This is an optimization exercise on Yosys and OpenROAD, whose aim is small area, not a production implementation.
Only simulation tests tie the RTL to the original design; equivalence was not proved.
Power and IR drop assume default switching activity.

### flow/design.v
package ex_pkg;
    typedef logic [64-1:0] xword_t;
    typedef enum logic [3:0]
    {
        alu_idle,
        alu_add,
        alu_sub,
        alu_sll,
        alu_srl,
        alu_sra,
        alu_and,
        alu_or,
        alu_xor,
        alu_slt,
        alu_sltu,
        alu_pass
    } alu_op_t;
    typedef enum logic [3:0]
    {
        br_none,
        br_jal,
        br_jalr,
        br_eq,
        br_ne,
        br_lt,
        br_ge,
        br_ltu,
        br_geu
    } br_kind_t;
endpackage
module int_alu
(
    input  ex_pkg::alu_op_t op,
    input  logic            word,
    input  ex_pkg::xword_t  rs1,
    input  ex_pkg::xword_t  rs2,
    output ex_pkg::xword_t  result
);
    localparam int SH_W  = $clog2(64);
    localparam int WSH_W = $clog2(32);
    logic [SH_W-1:0]        shamt;
    logic [32-1:0]  a_w;
    logic [32-1:0]  b_w;
    logic [32-1:0]  add_w;
    logic [32-1:0]  sub_w;
    logic [32-1:0]  sll_w;
    logic [32-1:0]  srl_w;
    logic [32-1:0]  sra_w;
    ex_pkg::xword_t                 sra_x;
    function automatic [64-1:0] sext_word(input logic [32-1:0] v);
        sext_word = {{(64-32){v[32-1]}}, v};
    endfunction
    assign shamt = word ? SH_W'(rs2[WSH_W-1:0]) : rs2[SH_W-1:0];
    assign a_w   = rs1[32-1:0];
    assign b_w   = rs2[32-1:0];
    assign add_w = a_w + b_w;
    assign sub_w = a_w - b_w;
    assign sll_w = a_w << shamt[WSH_W-1:0];
    assign srl_w = a_w >> shamt[WSH_W-1:0];
    assign sra_w = $signed(a_w) >>> shamt[WSH_W-1:0];
    assign sra_x = $signed(rs1) >>> shamt;
    always_comb
    begin
        case (op)
            ex_pkg::alu_idle:
                result = '0;
            ex_pkg::alu_add:
                result = word ? sext_word(add_w) : rs1 + rs2;
            ex_pkg::alu_sub:
                result = word ? sext_word(sub_w) : rs1 - rs2;
            ex_pkg::alu_sll:
                result = word ? sext_word(sll_w) : rs1 << shamt;
            ex_pkg::alu_srl:
                result = word ? sext_word(srl_w) : rs1 >> shamt;
            ex_pkg::alu_sra:
                result = word ? sext_word(sra_w) : sra_x;
            ex_pkg::alu_and:
                result = rs1 & rs2;
            ex_pkg::alu_or:
                result = rs1 | rs2;
            ex_pkg::alu_xor:
                result = rs1 ^ rs2;
            ex_pkg::alu_slt:
                result = ex_pkg::xword_t'($signed(rs1) < $signed(rs2));
            ex_pkg::alu_sltu:
                result = ex_pkg::xword_t'(rs1 < rs2);
            ex_pkg::alu_pass:
                result = rs2;
            default:
                result = '0;
        endcase
    end
endmodule
module branch_resolver
(
    input  ex_pkg::br_kind_t br_kind,
    input  ex_pkg::xword_t   rs1,
    input  ex_pkg::xword_t   rs2,
    input  ex_pkg::xword_t   pc,
    input  ex_pkg::xword_t   imm,
    output logic             res_taken,
    output ex_pkg::xword_t   res_target,
    output ex_pkg::xword_t   res_link,
    output logic             res_misaligned
);
    localparam int ALIGN_W = $clog2(4);
    logic       eq;
    logic       lt;
    logic       ltu;
    logic       taken;
    ex_pkg::xword_t     base;
    ex_pkg::xword_t     target;
    assign eq  = rs1 == rs2;
    assign lt  = $signed(rs1) < $signed(rs2);
    assign ltu = rs1 < rs2;
    always_comb
    begin
        case (br_kind)
            ex_pkg::br_none:
                taken = 1'b0;
            ex_pkg::br_jal, ex_pkg::br_jalr:
                taken = 1'b1;
            ex_pkg::br_eq:
                taken = eq;
            ex_pkg::br_ne:
                taken = !eq;
            ex_pkg::br_lt:
                taken = lt;
            ex_pkg::br_ge:
                taken = !lt;
            ex_pkg::br_ltu:
                taken = ltu;
            ex_pkg::br_geu:
                taken = !ltu;
            default:
                taken = 1'b0;
        endcase
    end
    assign base   = (br_kind == ex_pkg::br_jalr) ? rs1 : pc;
    assign target = base + imm;
    assign res_taken      = taken;
    assign res_target     = target;
    assign res_link       = pc + ex_pkg::xword_t'(4);
    assign res_misaligned = taken && (|target[ALIGN_W-1:0]);
endmodule
module ex_result_reg
(
    input  logic             CLK,
    input  logic             RST,
    input  ex_pkg::br_kind_t br_kind,
    input  ex_pkg::xword_t   alu_result,
    input  logic             br_taken,
    input  ex_pkg::xword_t   br_target,
    input  ex_pkg::xword_t   br_link,
    input  logic             br_misaligned,
    input  logic             in_valid,
    output logic             in_ready,
    output logic             out_valid,
    input  logic             out_ready,
    output ex_pkg::xword_t   result,
    output logic             redirect,
    output ex_pkg::xword_t   redirect_pc,
    output logic             target_misaligned
);
    logic       accept;
    logic       is_jump;
    logic       redirect_d;
    ex_pkg::xword_t     result_d;
    assign is_jump    = (br_kind == ex_pkg::br_jal) || (br_kind == ex_pkg::br_jalr);
    assign result_d   = is_jump ? br_link : alu_result;
    assign redirect_d = br_taken && !br_misaligned;
    assign in_ready = !out_valid || out_ready;
    assign accept   = in_valid && in_ready;
    always_ff @(posedge CLK)
    begin
        if (RST)
        begin
            out_valid         <= 1'b0;
            redirect          <= 1'b0;
            target_misaligned <= 1'b0;
        end
        else if (in_ready)
        begin
            out_valid <= in_valid;
            if (accept)
            begin
                redirect          <= redirect_d;
                target_misaligned <= br_misaligned;
            end
        end
    end
    always_ff @(posedge CLK)
    begin
        if (accept)
        begin
            result      <= result_d;
            redirect_pc <= br_target;
        end
    end
endmodule
module ex_stage
(
    input  logic                CLK,
    input  logic                RST,
    input  logic                in_valid,
    output logic                in_ready,
    input  logic [3:0]          op,
    input  logic                word,
    input  logic [3:0]          br_kind,
    input  logic [63:0]         rs1,
    input  logic [63:0]         rs2,
    input  logic [63:0]         pc,
    input  logic [63:0]         imm,
    output logic                out_valid,
    input  logic                out_ready,
    output logic [63:0]         result,
    output logic                redirect,
    output logic [63:0]         redirect_pc,
    output logic                target_misaligned
);
    ex_pkg::alu_op_t    op_e;
    ex_pkg::br_kind_t   br_kind_e;
    ex_pkg::xword_t     alu_result;
    logic               br_taken;
    ex_pkg::xword_t     br_target;
    ex_pkg::xword_t     br_link;
    logic               br_misaligned;
    assign op_e      = ex_pkg::alu_op_t'(op);
    assign br_kind_e = ex_pkg::br_kind_t'(br_kind);
    int_alu u_alu
    (
        .op     (op_e),
        .word   (word),
        .rs1    (rs1),
        .rs2    (rs2),
        .result (alu_result)
    );
    branch_resolver u_branch
    (
        .br_kind        (br_kind_e),
        .rs1            (rs1),
        .rs2            (rs2),
        .pc             (pc),
        .imm            (imm),
        .res_taken      (br_taken),
        .res_target     (br_target),
        .res_link       (br_link),
        .res_misaligned (br_misaligned)
    );
    ex_result_reg u_result
    (
        .CLK               (CLK),
        .RST               (RST),
        .br_kind           (br_kind_e),
        .alu_result        (alu_result),
        .br_taken          (br_taken),
        .br_target         (br_target),
        .br_link           (br_link),
        .br_misaligned     (br_misaligned),
        .in_valid          (in_valid),
        .in_ready          (in_ready),
        .out_valid         (out_valid),
        .out_ready         (out_ready),
        .result            (result),
        .redirect          (redirect),
        .redirect_pc       (redirect_pc),
        .target_misaligned (target_misaligned)
    );
endmodule
### flow/run.sh
#!/bin/bash
# synth_recipe.tcl (not shown) runs the flow's synth.tcl, then flattens the netlist and writes it again
# the make line also repeats each setting of config.mk as NAME=value (left out here)
make -C /OpenROAD-flow-scripts/flow DESIGN_CONFIG=/design/flow/config.mk WORK_HOME=/design/flow/orfs CLKGATE_MAP_FILE= SYNTH_SCRIPT=/design/flow/synth_recipe.tcl finish
### flow/config.mk
export PLATFORM = sky130hd
export DESIGN_NAME = ex_stage
export DESIGN_NICKNAME = ex_stage
export VERILOG_FILES = /design/flow/design.v
export SDC_FILE = /design/flow/constraint.sdc
export NUM_CORES = 4
export LEC_CHECK = 0
export CAP_MARGIN = 20
export CORE_MARGIN = 2
export CORE_UTILIZATION = 30
export SLEW_MARGIN = 20
### flow/constraint.sdc
create_clock -name core_clock -period 8.0 [get_ports {CLK}]
set_input_delay 1.6000 -clock core_clock [delete_from_list [all_inputs] [get_ports {CLK}]]
set_output_delay 1.6000 -clock core_clock [all_outputs]
set_load 0.01 [all_outputs]
==> notes.md <==
- Initial antenna violation count: 18
- Area grow syn2layout: 20.2%
- Via-to-Cell Ratio: 6.66
- Mapped Area: 0.0328 mm²
- Clk slew on worst S/H paths: 0.07 ns
- Antenna violation net count after detailed routing: 0
- # rows: 121
- Starting Density: 30.2%
- Grt ovf: 0
- Drt first pass iters: 7
- Io pins: 401
- Leakage: 0.0151 µW
- Core ar.: 0.109 mm²
- Largest net degree at the start of global routing: 104
- Number of synthesized register bits: 131
- Period utilisation layout: 88.0%
- Setup bufs post-CTS: 0
- Synthesized area per cell: 7.48 µm²
- Setup Viol. Count Final: 0
- Max_cap viols: 0
- Part of the power in combinational logic: 62.5%
- Top_reg_cell synth: edfxtp_1
- Post-CTS Resized: 0
- EDFF count, synth: 128
- Cell with the most instances after synthesis: a21oi_1
- Clock skew: 0.0244 ns
- Met1 WL: 81900 µm
- CP Buf/Inv Count: 4
- TritonCTS buffer count: 17
- Min-Delay Path Class: reg -> reg
- CTS Root Cell: clkbuf_16
- Dpl hpwl: 164000 µm
- CP required: 8.23 ns
- Post-synth top area share: 11.7%
- RSZ-0062 raised after global routing: no
- Worst slack at placement: 0.528 ns
- Seq/Total Area, Yosys: 11.9%
- Slowest stage cell on the critical path: o21ai_0
- Rel. slew slack: 9.54%
- CP top delay family: compound AO/OA/AOI/OAI gates
- CP Capture Type: flop
- Sw Ratio: 48.6%
- Met3 routed WL: 28400 µm
- Final Core Density: 36.3%
- Sequential Power Share: 18.6%
- Ys async rst share: 0%
- Final hold violation count: 0
- Area contributors post-synth: edfxtp_1 12%, ha_1 11%, mux4_2 9.3%, a21oi_1 6.6%, o21ai_0 5.0%
- Setup TNS: 0 ns
- Final Critical Period: 7.04 ns
- P per Cell Area: 124 mW/mm²
- Routed len/inst: 34.1 µm
- CP startpoint kind: primary input
- Die Width: 335 µm
- Worst-margin pin slew: 1.32 ns
- Area leader, netlist: edfxtp_1
- Post-synth cell types: 88
- Clk buf depth: 2
- Slowest stage delay, CP: 0.63 ns
- Die Y: 335 µm
- Placer Congestion: 1.13
- Status: timing/DRC/antenna clean
- Via count: 40600
- Ratio of cells with drive above 1 in the final layout: 11.5%
- H-tree levels: 4
- Internal power: 2510 µW
- Clock share of power: 18.9%
- Worst VDD drop: 0.176 mV
- Fin. max-slew vios: 0
- Max Freq: 0.142 GHz
- Cts hold-fix bufs: 0
- Warnings from Yosys: 3
- TritonCTS clock tree: done
- TritonCTS sink count: 131
- Mapped Nets: 4946
- Die area: 0.112 mm²
- Psw: 2380 µW
- First-pass GRT wire length: 288000 µm
- Post-route DRC: 0
- Fill count: 11400
- CP Data Arrival Time: 7.27 ns
- Top sig layer: met5
- Worst Path Max Fanout: 32
- Port Buffer Count: 400
- Metal2 WL: 86600 µm
- GRT Total Usage: 35.4%
- Crit path cell chain: clkdlybuf4s50_1 > inv_1 > nor4_2 > buf_12 > mux2_2 > ha_1 > a21oi_1 > o21ai_0 > nand3_1 > a31oi_1 > o21ai_0 > buf_4 > a21oi_1 > nor3_1 > o31ai_1 > a311oi_1 > or3_1
- Fin nets: 5219
- Synth cell count leaders: 435 x a21oi_1, 432 x nor2_1, 426 x nand2_1
- Synth Instances: 4391
- Number of global-route vias before repair: 37700
- Setup CP Type: in -> reg
- Final WS setup: 0.961 ns
- Wirelength, routed: 208000 µm
- Later-pin clock latency in the skew report: 0.51 ns
- DR iter-0 viols: 6366
path summary, 6_finish.rpt:
path / depth (start not counted) / from / slack, ns / end
worst min-delay path: 2 / u_result.target_misaligned$_SDFFE_PP0P_ / 0.49 / u_result.target_misaligned$_SDFFE_PP0P_
worst max register to register: 4 / u_result.out_valid$_SDFFE_PP0N_ / 5.62 / u_result.result[45]$_DFFE_PP_
worst max-delay path: 17 / br_kind[1] / 0.96 / u_result.redirect_pc[60]$_DFFE_PP_
worst min register to register: 2 / u_result.target_misaligned$_SDFFE_PP0P_ / 0.49 / u_result.target_misaligned$_SDFFE_PP0P_
cell type report:
class                           instances  area [µm²]  share of cell area (%)
Multi-Input combinational cell       3710       26800                    68.0
Timing Repair Buffer                  576        5420                    13.7
Sequential cell                       131        3900                    9.89
Tap cell                             1414        1770                    4.48
Inverter                              228         865                    2.19
Clock buffer                           20         467                    1.18
Clock inverter                         12         178                   0.450
Antenna cell                            6        15.0                  0.0380
sequential cells by signal (all words and copies together), names as in the netlist:
register and flops:
u_result.result 64, u_result.out_valid 1, u_result.target_misaligned 1, u_result.redirect 1, u_result.redirect_pc 64
cells by family (layout without fill, tap and decap cells):
group	after synthesis	count (layout)	share of synthesized area, %
buffers and inverters	550	836	6.65
other	0	6	0
adders and majority gates	286	286	11.0
AOI/OAI and AO/OA	1578	1578	31.4
DFF	131	131	11.9
and+or+nand+nor	1345	1345	18.8
xor gates and xnor gates	153	153	4.08
muxes	348	348	16.2
through the flow:
step	area [µm²]	instances	hold slack, ns	total power [µW]
2_1_floorplan	32800	4391	0.499	2520
3_3_place_gp	38800	6058	0.495	3830
3_5_place_dp	38800	6059	0.479	3810
4_1_cts	39400	6091	0.499	4760
5_1_grt	39500	6093	0.530	5030
6_report	39500	6097	0.493	4890
worst reg2reg max path, cell delays in order, from the launching register on:
cell and delay [ns]:
dfxtp_1 0.31, nand2b_1 0.11, nand2_1 0.17, inv_6 0.48
buf_4 0.81
layout by cell type (no fill, tap or decap), types with 72 or more instances in the layout:
cell type | synthesis | routed
nand3_1 | 93 | 92
edfxtp_1 | 128 | 128
nand2_1 | 426 | 424
mux4_2 | 135 | 135
mux2i_1 | 96 | 96
xnor2_1 | 98 | 98
clkdlybuf4s50_1 | 0 | 394
inv_1 | 223 | 220
ha_1 | 283 | 283
nor3_1 | 77 | 73
o211ai_1 | 72 | 72
o21ai_0 | 325 | 323
a21oi_1 | 435 | 435
buf_4 | 14 | 171
nor2_1 | 432 | 426
mux2_2 | 117 | 117
per-layer routing:
metal	GRT usage (%)	vias to the layer above
met3	12.7	580
met5	0	-
li1	-	17200
met1	46.3	19800
met4	15.3	22
met2	52.1	3038
power groups by stage:
stage               logic (µW)  clock network [µW]  registers, µW
floorplan                 1560                   0            959
CTS                       2910                 935            911
global route              3160                 956            917
global placement          2910                   0            925
finish                    3060                 924            910
detailed placement        2890                   0            922

[separate check: timing with driven ports]
Ports are ideal in the flow. The routed layout listed here was re-timed in OpenROAD.
Step 1 (the two cells are an assumption about what drives the block):
set clk [get_ports {CLK}]
set_driving_cell -lib_cell sky130_fd_sc_hd__clkbuf_16 $clk
set_driving_cell -lib_cell sky130_fd_sc_hd__buf_2 [delete_from_list [all_inputs] $clk]
Step 2 also shifts input and output timing later by t, the mid clock arrival at the registers, as if the neighbouring blocks saw the same clock.
Three values: no drivers, after step 1, after step 2; two values: the first two.
shift t [ns]: 0.551
slack for setup (ns): 0.961 / 0.989 / 0.437
hold slack, ns: 0.493 / 0.493 / 0.493
clock arrival spread, ns: 0.030 / 0.031
After both steps setup and hold are still met in this run. The setup slack of this run moves by +0.028 ns with the drivers and by -0.524 ns with both steps.
